This design comes from an exercise in tuning for small area on the open sky130 flow, not from production work.
In this exercise RTL edits were held to simulation tests only and were not proved equivalent to the original.

==> job 4323: inputs <==
==> flow/design.v <==
`default_nettype none
module dmem_responder #(
  parameter int DEPTH   = 32,   
  parameter int LATENCY = 2     
) (
  input  logic        clk,
  input  logic        reset,
  input  logic        req_valid,
  output logic        req_ready,
  input  logic        req_write,
  input  logic [31:0] req_addr,
  input  logic [31:0] req_wdata,
  input  logic [3:0]  req_be,
  output logic        resp_valid,
  input  logic        resp_ready,
  output logic [31:0] resp_rdata,
  output logic        resp_err
);
  localparam int AW = $clog2(DEPTH);
  localparam int NW = LATENCY - 1;
  logic          resp_q;             
  logic [NW-1:0] wait_q;             
  logic          idle;
  logic          accept;
  assign idle       = ~resp_q & ~(|wait_q);
  assign req_ready  = idle & ~reset;
  assign accept     = req_valid & req_ready;
  assign resp_valid = resp_q;
  always_ff @(posedge clk) begin
    for (int i = 0; i < NW; i++) begin
      if (reset)       wait_q[i] <= 1'b0;
      else if (i == 0) wait_q[i] <= accept;
      else             wait_q[i] <= wait_q[(i == 0) ? 0 : i - 1];
    end
  end
  always_ff @(posedge clk) begin
    if (reset) resp_q <= 1'b0;
    else       resp_q <= wait_q[NW-1] | (resp_q & ~resp_ready);
  end
  logic          in_err;
  logic          in_ld;
  assign in_err = (|req_addr[1:0]) | (|req_addr[31:AW+2]);
  assign in_ld  = ~req_write & ~in_err;
  logic [AW-1:0] rot_q;              
  logic [AW-1:0] pos_q;              
  logic [AW-1:0] pos;                
  logic          ld;                 
  always_ff @(posedge clk) begin
    if (reset) rot_q <= '0;
    else       rot_q <= rot_q + AW'(1);
  end
  logic          ld_q;               
  logic          st_q;               
  logic          err_q;
  logic          late_q;             
  logic [3:0]    be_q;
  logic [31:0]   wd_q;               
  assign pos = idle ? req_addr[AW+1:2] + rot_q : pos_q;
  assign ld  = idle ? in_ld : ld_q;
  always_ff @(posedge clk) begin
    pos_q <= pos + AW'(1);
    if (idle) begin
      ld_q  <= in_ld;
      err_q <= in_err;
      be_q  <= req_be;
      for (int b = 0; b < 4; b++) begin
        wd_q[8*b +: 8] <= req_wdata[8*b +: 8] & {8{req_be[b]}};
      end
    end
  end
  always_ff @(posedge clk) begin
    if (reset)     st_q <= 1'b0;
    else if (idle) st_q <= req_valid & req_write & ~in_err;
  end
  assign resp_err = err_q;
  logic [31:0]      slot_q [DEPTH];
  logic [DEPTH-1:0] vld_q;
  logic [DEPTH-1:0] rsel;
  logic [DEPTH-1:0] at_src;
  genvar p, b;
  generate
    for (p = 0; p < DEPTH; p++) begin : g_slot
      localparam int S = (p == 0) ? DEPTH - 1 : p - 1;    
      localparam bit S_SRC = ((S % 3) == 0) && (S <= DEPTH - 2);
      localparam bit P_SRC = ((p % 3) == 0) && (p <= DEPTH - 2);
      if (S_SRC) begin : g_ins
        logic ins;
        assign ins = st_q & (pos_q == AW'(S));
        always_ff @(posedge clk) begin
          vld_q[p] <= ~reset & (vld_q[S] | ins);
        end
        for (b = 0; b < 4; b++) begin : g_byte
          logic we;
          assign we = ins & (be_q[b] | ~vld_q[S]);
          always_ff @(posedge clk) begin
            slot_q[p][8*b +: 8] <= we ? wd_q[8*b +: 8] : slot_q[S][8*b +: 8];
          end
        end
      end else begin : g_pass
        always_ff @(posedge clk) begin
          vld_q[p]  <= ~reset & vld_q[S];
          slot_q[p] <= slot_q[S];
        end
      end
      if (P_SRC) begin : g_notap
        assign rsel[p] = 1'b0;
      end else begin : g_tap
        assign rsel[p] = ld & vld_q[p] & (pos == AW'(p));
      end
      assign at_src[p] = P_SRC && (pos == AW'(p));
    end
  endgenerate
  logic [31:0] rd;
  logic [31:0] rdata_q;
  always_comb begin
    rd = '0;
    for (int i = 0; i < DEPTH; i++) begin
      rd = rd | (slot_q[i] & {32{rsel[i]}});
    end
  end
  always_ff @(posedge clk) begin
    if (idle) late_q <= |at_src;
    if (idle | (wait_q[0] & late_q)) rdata_q <= rd;
  end
  assign resp_rdata = rdata_q;
endmodule
`default_nettype wire
==> flow/run.sh <==
#!/bin/bash
# synth_recipe.tcl (not shown) runs the flow's synth.tcl, then flattens the netlist and writes it again
# the make line also repeats each setting of config.mk as NAME=value (left out here)
make -C /OpenROAD-flow-scripts/flow DESIGN_CONFIG=/design/flow/config.mk WORK_HOME=/design/flow/orfs CLKGATE_MAP_FILE= SYNTH_SCRIPT=/design/flow/synth_recipe.tcl finish
==> flow/config.mk <==
export PLATFORM = sky130hd
export DESIGN_NAME = dmem_responder
export DESIGN_NICKNAME = dmem_responder
export VERILOG_FILES = /design/flow/design.v
export SDC_FILE = /design/flow/constraint.sdc
export NUM_CORES = 4
export LEC_CHECK = 0
export CAP_MARGIN = 20
export CORE_MARGIN = 2
export CORE_UTILIZATION = 60
export CTS_BUF_LIST = sky130_fd_sc_hd__clkbuf_8
export CTS_CLUSTER_SIZE = 30
export SLEW_MARGIN = 20
==> flow/constraint.sdc <==
create_clock -name core_clock -period 5.0 [get_ports {clk}]
set_input_delay 1.0000 -clock core_clock [delete_from_list [all_inputs] [get_ports {clk}]]
set_output_delay 1.0000 -clock core_clock [all_outputs]
set_load 0.01 [all_outputs]
==> inputs of job 883, as changes to job 4323 <==
--- a/flow/design.v
+++ b/flow/design.v
@@ -54,7 +54,6 @@
   logic          err_q;
   logic          late_q;             
   logic [3:0]    be_q;
-  logic [31:0]   wd_q;               
   assign pos = idle ? req_addr[AW+1:2] + rot_q : pos_q;
   assign ld  = idle ? in_ld : ld_q;
   always_ff @(posedge clk) begin
@@ -63,9 +62,6 @@
       ld_q  <= in_ld;
       err_q <= in_err;
       be_q  <= req_be;
-      for (int b = 0; b < 4; b++) begin
-        wd_q[8*b +: 8] <= req_wdata[8*b +: 8] & {8{req_be[b]}};
-      end
     end
   end
   always_ff @(posedge clk) begin
@@ -93,7 +89,7 @@
           logic we;
           assign we = ins & (be_q[b] | ~vld_q[S]);
           always_ff @(posedge clk) begin
-            slot_q[p][8*b +: 8] <= we ? wd_q[8*b +: 8] : slot_q[S][8*b +: 8];
+            slot_q[p][8*b +: 8] <= we ? data_q[8*b +: 8] : slot_q[S][8*b +: 8];
           end
         end
       end else begin : g_pass
@@ -111,17 +107,21 @@
     end
   endgenerate
   logic [31:0] rd;
-  logic [31:0] rdata_q;
+  logic [31:0] data_q;
+  logic        st_in;
+  assign st_in = idle & req_write;
   always_comb begin
-    rd = '0;
+    for (int b = 0; b < 4; b++) begin
+      rd[8*b +: 8] = req_wdata[8*b +: 8] & {8{st_in & req_be[b]}};
+    end
     for (int i = 0; i < DEPTH; i++) begin
       rd = rd | (slot_q[i] & {32{rsel[i]}});
     end
   end
   always_ff @(posedge clk) begin
-    if (idle) late_q <= |at_src;
-    if (idle | (wait_q[0] & late_q)) rdata_q <= rd;
+    if (idle) late_q <= in_ld & (|at_src);
+    if (idle | (wait_q[0] & late_q)) data_q <= rd;
   end
-  assign resp_rdata = rdata_q;
+  assign resp_rdata = data_q & {32{ld_q}};
 endmodule
 `default_nettype wire
Settings changed: CTS_BUF_LIST sky130_fd_sc_hd__clkbuf_8 to default, CTS_CLUSTER_DIAMETER from default to 80.
==> qor summary <==
item	job 4323	job 883
Clk pin slew, worst setup/hold paths	0.06 ns	0.11 ns
Area overhead of the layout relative to synthesis	18.8%	12.4%
Outcome	complete, no violations	complete, no violations
Met2 usage in global routing	0.592	0.564
Post-synthesis sequential element count	1,140	1,108
Hold Startpoint	slot_q[8][30]	slot_q[10][1]
Placed insts	3,479	3,285
Number of diodes added for antenna fixing	4	3
Clk latency of the worst-skew pair	0.85 ns	0.63 ns
Core Rows	87	85
Vias after detailed routing	23.9k	21.6k
Pre-antenna DRT Iters	8	6
Layout cell share with drive strength beyond 1	0.267	0.223
# fillers	3,996	4,006

==> port drivers added, routing unchanged <==
How much do the figures lean on ideal ports? The routed layouts below were timed once more, with nothing changed but the port constraints. Step 1 assumes that a clkbuf_16 drives the clock port and a buf_2 every other input. Step 2 adds t to the input delays and takes it off the output delays; t is the mean of the earliest and latest rising clock arrival at the registers after step 1. Input paths then give back, and output paths get back, about the clock's delay inside the block. Slacks: no drivers / after step 1 / after step 2; pairs: no drivers / after step 1.
| run | t, ns | setup slack, ns | worst hold slack (ns) | slew at the worst register clock pin (ns) |
|---|---|---|---|---|
| job 4323 | 0.904 | 0.835 / 0.863 / -0.041 | 0.335 / 0.335 / 0.335 | 0.07 / 0.07 |
| job 883 | 0.678 | 0.331 / 0.373 / -0.305 | 0.340 / 0.340 / 0.340 | 0.12 / 0.12 |
Met with ideal ports but missed after step 2: setup timing in job 4323 and job 883. The setup slack of job 4323, which loses most, moves by +0.028 ns with the drivers and by -0.876 ns with both steps.
